From an optimization exercise on the open Yosys and OpenROAD flow, aimed at small area, a short achievable clock period and few clock cycles; shortcuts taken in it are not production practice.
No activity file was given, so power comes from the tool's default toggle rates.

==> module unsigned_division_magic_number_core, before the edit <==
module unsigned_division_magic_number_core
(
  input  wire logic               clk_i,
  input  wire logic               rst_ni,
  input  wire logic               in_valid_i,
  output      logic               in_ready_o,
  input  wire logic [WORD_W-1:0]  in_divisor_i,
  output      logic               out_valid_o,
  input  wire logic               out_ready_i,
  output      logic [WORD_W-1:0]  out_magic_o,
  output      logic               out_add_needed_o,
  output      logic [SHIFT_W-1:0] out_shift_o,
  output      logic               out_is_power_of_two_o,
  output      logic               out_invalid_o
);
  logic st_idle_q, st_init_q, st_runa_q, st_runb_q, st_fin_q, st_done_q, st_donef_q;
  logic [31:0] d_q;       
  logic [31:0] u_q;       
  logic [33:0] q2_q;      
  logic [6:0]  k_q;       
  logic [31:0] nc_q;      
  logic [31:0] r1_q;      
  logic [30:0] q1_q;      
  logic        pow2_q;
  logic        inv_q;
  logic        accept, start_in, start;
  logic [31:0] src;
  logic [31:0] sm;         
  logic [31:0] u_init;     
  logic [31:0] r_init;     
  logic [4:0]  msb;
  logic        s_small, s_pow2, s_gen;
  assign accept   = in_valid_i & (st_idle_q | st_done_q);
  assign start_in = in_valid_i & (st_idle_q | (st_done_q & out_ready_i));
  assign start    = start_in | st_init_q;
  assign src      = st_init_q ? d_q : in_divisor_i;
  always_comb begin
    sm = src;
    for (int s = 1; s < 32; s = s * 2) begin
      for (int i = 0; i < 32; i++) begin
        if (i + s < 32) sm[i] = sm[i] | sm[i+s];
      end
    end
  end
  assign u_init = src & {1'b0, sm[31:1]};
  assign r_init = src & ~{1'b0, sm[31:1]};
  always_comb begin
    msb = '0;
    for (int i = 1; i < 32; i++) if (src[i]) msb = 5'(i);
  end
  logic [31:0] t_any, t_sev;
  always_comb begin
    t_any = src;
    t_sev = '0;
    for (int w = 16; w >= 1; w = w / 2) begin
      for (int i = 0; i < w; i++) begin
        t_sev[i] = t_sev[2*i] | t_sev[2*i+1] | (t_any[2*i] & t_any[2*i+1]);
        t_any[i] = t_any[2*i] | t_any[2*i+1];
      end
    end
  end
  assign s_small = (src[31:1] == '0);
  assign s_pow2  = ~t_sev[0];
  assign s_gen   = ~s_small & ~s_pow2;
  logic spec;
  assign spec = (d_q == 32'h8000_0001);
  logic [33:0] du;         
  logic        b;          
  logic [31:0] u_step;
  logic [33:0] d1;         
  logic        b1;
  logic [31:0] r1_step;
  logic        lt_hi, eq_hi, lt, eq, cont;
  logic        last_a;
  logic [33:0] inc;
  assign du     = {1'b0, u_q, 1'b0} - {2'b00, d_q};
  assign b      = du[33];
  assign u_step = b ? {u_q[30:0], 1'b0} : du[31:0];
  assign d1      = {1'b0, r1_q, 1'b0} - {2'b00, nc_q};
  assign b1      = ~d1[33];
  assign r1_step = b1 ? d1[31:0] : {r1_q[30:0], 1'b0};
  assign lt_hi = (q1_q < u_q[31:1]);
  assign eq_hi = (q1_q == u_q[31:1]);
  assign lt    = lt_hi | (eq_hi & ~b1 & u_q[0]);
  assign eq    = eq_hi & (b1 == u_q[0]);
  assign cont  = (k_q < 7'd63) & (lt | (eq & spec));
  assign last_a = st_runa_q & (k_q == 7'd31);
  assign inc = {1'b0, q2_q[33:1]} + 34'd1;
  always_ff @(posedge clk_i or negedge rst_ni) begin
    if (!rst_ni) begin
      st_idle_q  <= 1'b1;
      st_init_q  <= 1'b0;
      st_runa_q  <= 1'b0;
      st_runb_q  <= 1'b0;
      st_fin_q   <= 1'b0;
      st_done_q  <= 1'b0;
      st_donef_q <= 1'b0;
    end else begin
      st_idle_q  <= (st_idle_q & ~in_valid_i) | (st_done_q & out_ready_i & ~in_valid_i);
      st_init_q  <= st_donef_q & out_ready_i;
      st_runa_q  <= (start & s_gen) | (st_runa_q & (k_q != 7'd31));
      st_runb_q  <= last_a | (st_runb_q & cont);
      st_fin_q   <= st_runb_q & ~cont;
      st_done_q  <= (start & ~s_gen) | st_fin_q | (st_done_q & ~out_ready_i & ~in_valid_i);
      st_donef_q <= (st_done_q & ~out_ready_i & in_valid_i) | (st_donef_q & ~out_ready_i);
    end
  end
  always_ff @(posedge clk_i) begin
    if (accept) d_q <= in_divisor_i;
    if (start) u_q <= u_init;
    else       u_q <= u_step;
    if (start)                         q2_q <= '0;
    else if (st_fin_q)                 q2_q <= inc;
    else if (st_runa_q || st_runb_q)   q2_q <= {q2_q[32:0], b};
    if (start) begin
      if (s_small)     k_q <= 7'd32;
      else if (s_pow2) k_q <= {2'b01, msb};
      else             k_q <= {2'b00, msb};
    end else if ((st_runa_q && k_q != 7'd31) || st_runb_q) begin
      k_q <= k_q + 7'd1;
    end
    if (start)       nc_q <= src;
    else if (last_a) nc_q <= ~r1_step;
    if (start)       r1_q <= r_init;
    else if (last_a) r1_q <= {~spec, 31'd0};
    else             r1_q <= r1_step;
    if (last_a) q1_q <= {30'd0, spec};
    else        q1_q <= {q1_q[29:0], b1};
    if (start) begin
      inv_q  <= s_small;
      pow2_q <= ~s_small & s_pow2;
    end
  end
  assign in_ready_o            = st_idle_q | st_done_q;
  assign out_valid_o           = st_done_q | st_donef_q;
  assign out_magic_o           = q2_q[31:0];
  assign out_add_needed_o      = q2_q[33] | q2_q[32];
  assign out_shift_o           = {k_q[6], k_q[4:0]};
  assign out_is_power_of_two_o = pow2_q;
  assign out_invalid_o         = inv_q;
endmodule
Settings: LEC_CHECK=0, ABC_AREA=1, CAP_MARGIN=20, CORE_MARGIN=2, CORE_UTILIZATION=40, PLACE_DENSITY=0.6, SETUP_SLACK_MARGIN=4.0, SLEW_MARGIN=20; clock period 8.0 ns.
run.sh (not shown) runs the stock make flow with config.mk's settings and CLKGATE_MAP_FILE= SYNTH_SCRIPT=/design/flow/synth_recipe.tcl, a recipe that flattens the netlist after the stock synthesis.
==> next run, changes <==
--- a/flow/design.v
+++ b/flow/design.v
@@ -21,11 +21,11 @@
   output      logic               out_add_needed_o,
   output      logic [SHIFT_W-1:0] out_shift_o,
   output      logic               out_is_power_of_two_o,
   output      logic               out_invalid_o
 );
-  logic st_idle_q, st_init_q, st_runa_q, st_runb_q, st_fin_q, st_done_q, st_donef_q;
+  logic st_idle_q, st_init_q, st_runa_q, st_trans_q, st_runb_q, st_fin_q, st_done_q, st_donef_q;
   logic [31:0] d_q;       
   logic [31:0] u_q;       
   logic [33:0] q2_q;      
   logic [6:0]  k_q;       
   logic [31:0] nc_q;      
@@ -35,28 +35,20 @@
   logic        inv_q;
   logic        accept, start_in, start;
   logic [31:0] src;
   logic [31:0] sm;         
   logic [31:0] u_init;     
-  logic [31:0] r_init;     
   logic [4:0]  msb;
   logic        s_small, s_pow2, s_gen;
   assign accept   = in_valid_i & (st_idle_q | st_done_q);
   assign start_in = in_valid_i & (st_idle_q | (st_done_q & out_ready_i));
   assign start    = start_in | st_init_q;
   assign src      = st_init_q ? d_q : in_divisor_i;
   always_comb begin
-    sm = src;
-    for (int s = 1; s < 32; s = s * 2) begin
-      for (int i = 0; i < 32; i++) begin
-        if (i + s < 32) sm[i] = sm[i] | sm[i+s];
-      end
-    end
-  end
-  assign u_init = src & {1'b0, sm[31:1]};
-  assign r_init = src & ~{1'b0, sm[31:1]};
-  always_comb begin
+    sm[31] = src[31];
+    for (int i = 30; i >= 0; i--) sm[i] = sm[i+1] | src[i];
+    u_init = src & {1'b0, sm[31:1]};
     msb = '0;
     for (int i = 1; i < 32; i++) if (src[i]) msb = 5'(i);
   end
   logic [31:0] t_any, t_sev;
   always_comb begin
@@ -75,69 +67,73 @@
   logic spec;
   assign spec = (d_q == 32'h8000_0001);
   logic [33:0] du;         
   logic        b;          
   logic [31:0] u_step;
-  logic [33:0] d1;         
+  logic [34:0] d1x;        
+  logic [33:0] d1;
   logic        b1;
   logic [31:0] r1_step;
   logic        lt_hi, eq_hi, lt, eq, cont;
-  logic        last_a;
   logic [33:0] inc;
   assign du     = {1'b0, u_q, 1'b0} - {2'b00, d_q};
   assign b      = du[33];
   assign u_step = b ? {u_q[30:0], 1'b0} : du[31:0];
-  assign d1      = {1'b0, r1_q, 1'b0} - {2'b00, nc_q};
+  assign d1x     = {1'b0, r1_q, st_trans_q & u_q[0], ~st_trans_q} - {2'b00, nc_q, 1'b1};
+  assign d1      = d1x[34:1];
   assign b1      = ~d1[33];
   assign r1_step = b1 ? d1[31:0] : {r1_q[30:0], 1'b0};
   assign lt_hi = (q1_q < u_q[31:1]);
   assign eq_hi = (q1_q == u_q[31:1]);
   assign lt    = lt_hi | (eq_hi & ~b1 & u_q[0]);
   assign eq    = eq_hi & (b1 == u_q[0]);
   assign cont  = (k_q < 7'd63) & (lt | (eq & spec));
-  assign last_a = st_runa_q & (k_q == 7'd31);
   assign inc = {1'b0, q2_q[33:1]} + 34'd1;
   always_ff @(posedge clk_i or negedge rst_ni) begin
     if (!rst_ni) begin
       st_idle_q  <= 1'b1;
       st_init_q  <= 1'b0;
       st_runa_q  <= 1'b0;
+      st_trans_q <= 1'b0;
       st_runb_q  <= 1'b0;
       st_fin_q   <= 1'b0;
       st_done_q  <= 1'b0;
       st_donef_q <= 1'b0;
     end else begin
       st_idle_q  <= (st_idle_q & ~in_valid_i) | (st_done_q & out_ready_i & ~in_valid_i);
       st_init_q  <= st_donef_q & out_ready_i;
       st_runa_q  <= (start & s_gen) | (st_runa_q & (k_q != 7'd31));
-      st_runb_q  <= last_a | (st_runb_q & cont);
+      st_trans_q <= st_runa_q & (k_q == 7'd31);
+      st_runb_q  <= st_trans_q | (st_runb_q & cont);
       st_fin_q   <= st_runb_q & ~cont;
       st_done_q  <= (start & ~s_gen) | st_fin_q | (st_done_q & ~out_ready_i & ~in_valid_i);
       st_donef_q <= (st_done_q & ~out_ready_i & in_valid_i) | (st_donef_q & ~out_ready_i);
     end
   end
   always_ff @(posedge clk_i) begin
     if (accept) d_q <= in_divisor_i;
-    if (start) u_q <= u_init;
-    else       u_q <= u_step;
+    if (start)            u_q <= u_init;
+    else if (!st_trans_q) u_q <= u_step;
     if (start)                         q2_q <= '0;
     else if (st_fin_q)                 q2_q <= inc;
     else if (st_runa_q || st_runb_q)   q2_q <= {q2_q[32:0], b};
     if (start) begin
       if (s_small)     k_q <= 7'd32;
       else if (s_pow2) k_q <= {2'b01, msb};
       else             k_q <= {2'b00, msb};
-    end else if ((st_runa_q && k_q != 7'd31) || st_runb_q) begin
+    end else if (st_trans_q) begin
+      k_q <= 7'd31;
+    end else if (st_runa_q || st_runb_q) begin
       k_q <= k_q + 7'd1;
     end
-    if (start)       nc_q <= src;
-    else if (last_a) nc_q <= ~r1_step;
-    if (start)       r1_q <= r_init;
-    else if (last_a) r1_q <= {~spec, 31'd0};
-    else             r1_q <= r1_step;
-    if (last_a) q1_q <= {30'd0, spec};
-    else        q1_q <= {q1_q[29:0], b1};
+    if (start)           nc_q <= src;
+    else if (st_trans_q) nc_q <= d1[31:0];
+    if (st_runa_q)       r1_q <= {1'b0, u_step[31:1]};
+    else if (st_trans_q) r1_q <= {~spec, 31'd0};
+    else                 r1_q <= r1_step;
+    if (st_trans_q) q1_q <= {30'd0, spec};
+    else            q1_q <= {q1_q[29:0], b1};
     if (start) begin
       inv_q  <= s_small;
       pow2_q <= ~s_small & s_pow2;
     end
   end
What happened:
- routed wire length is higher by 18%
- cell count shrinks by 0.58%
- non-clock buffer count goes down by 3
- fmax goes up by 3.1%
- sequential share of layout area grows by 1.2 points
- die area rises by 1.9%
- critical path depth came out lower by 8
- flip-flop and latch count is higher by 1
- register-to-register slack got worse by 130 ps
- sequential power barely changes
- synthesized cell count went down by 1.1%
- synthesized area goes up by 1.9%
- hold slack is worse by 17 ps
- power went up by 5.6%
No functional check of the RTL was part of any run of this note.

[what the ideal ports hide]
How much do the figures lean on ideal ports? The routed layouts below were timed once more, with nothing changed but the port constraints.
Step 1, drivers: a clkbuf_16 drives clk_i and a buf_2 each remaining input, both assumed.
Step 2 moves the port delays by t, midway between the first and last clock arrival at a register: inputs arrive t later, outputs are due t later. That takes back most of the time a late clock gives input paths.
Three values: ideal, step 1, step 2; two values: the first two.
run	shift t [ns]	setup WS [ns]	hold WS [ns]
the first run	0.575	4.081 / 4.108 / 3.533	0.439 / 0.439 / 0.439
the second run	0.588	4.198 / 4.219 / 3.638	0.422 / 0.422 / 0.422
After both steps setup and hold are still met in every run listed. The setup slack of the second run, which loses most, moves by +0.021 ns with the drivers and by -0.560 ns with both steps.
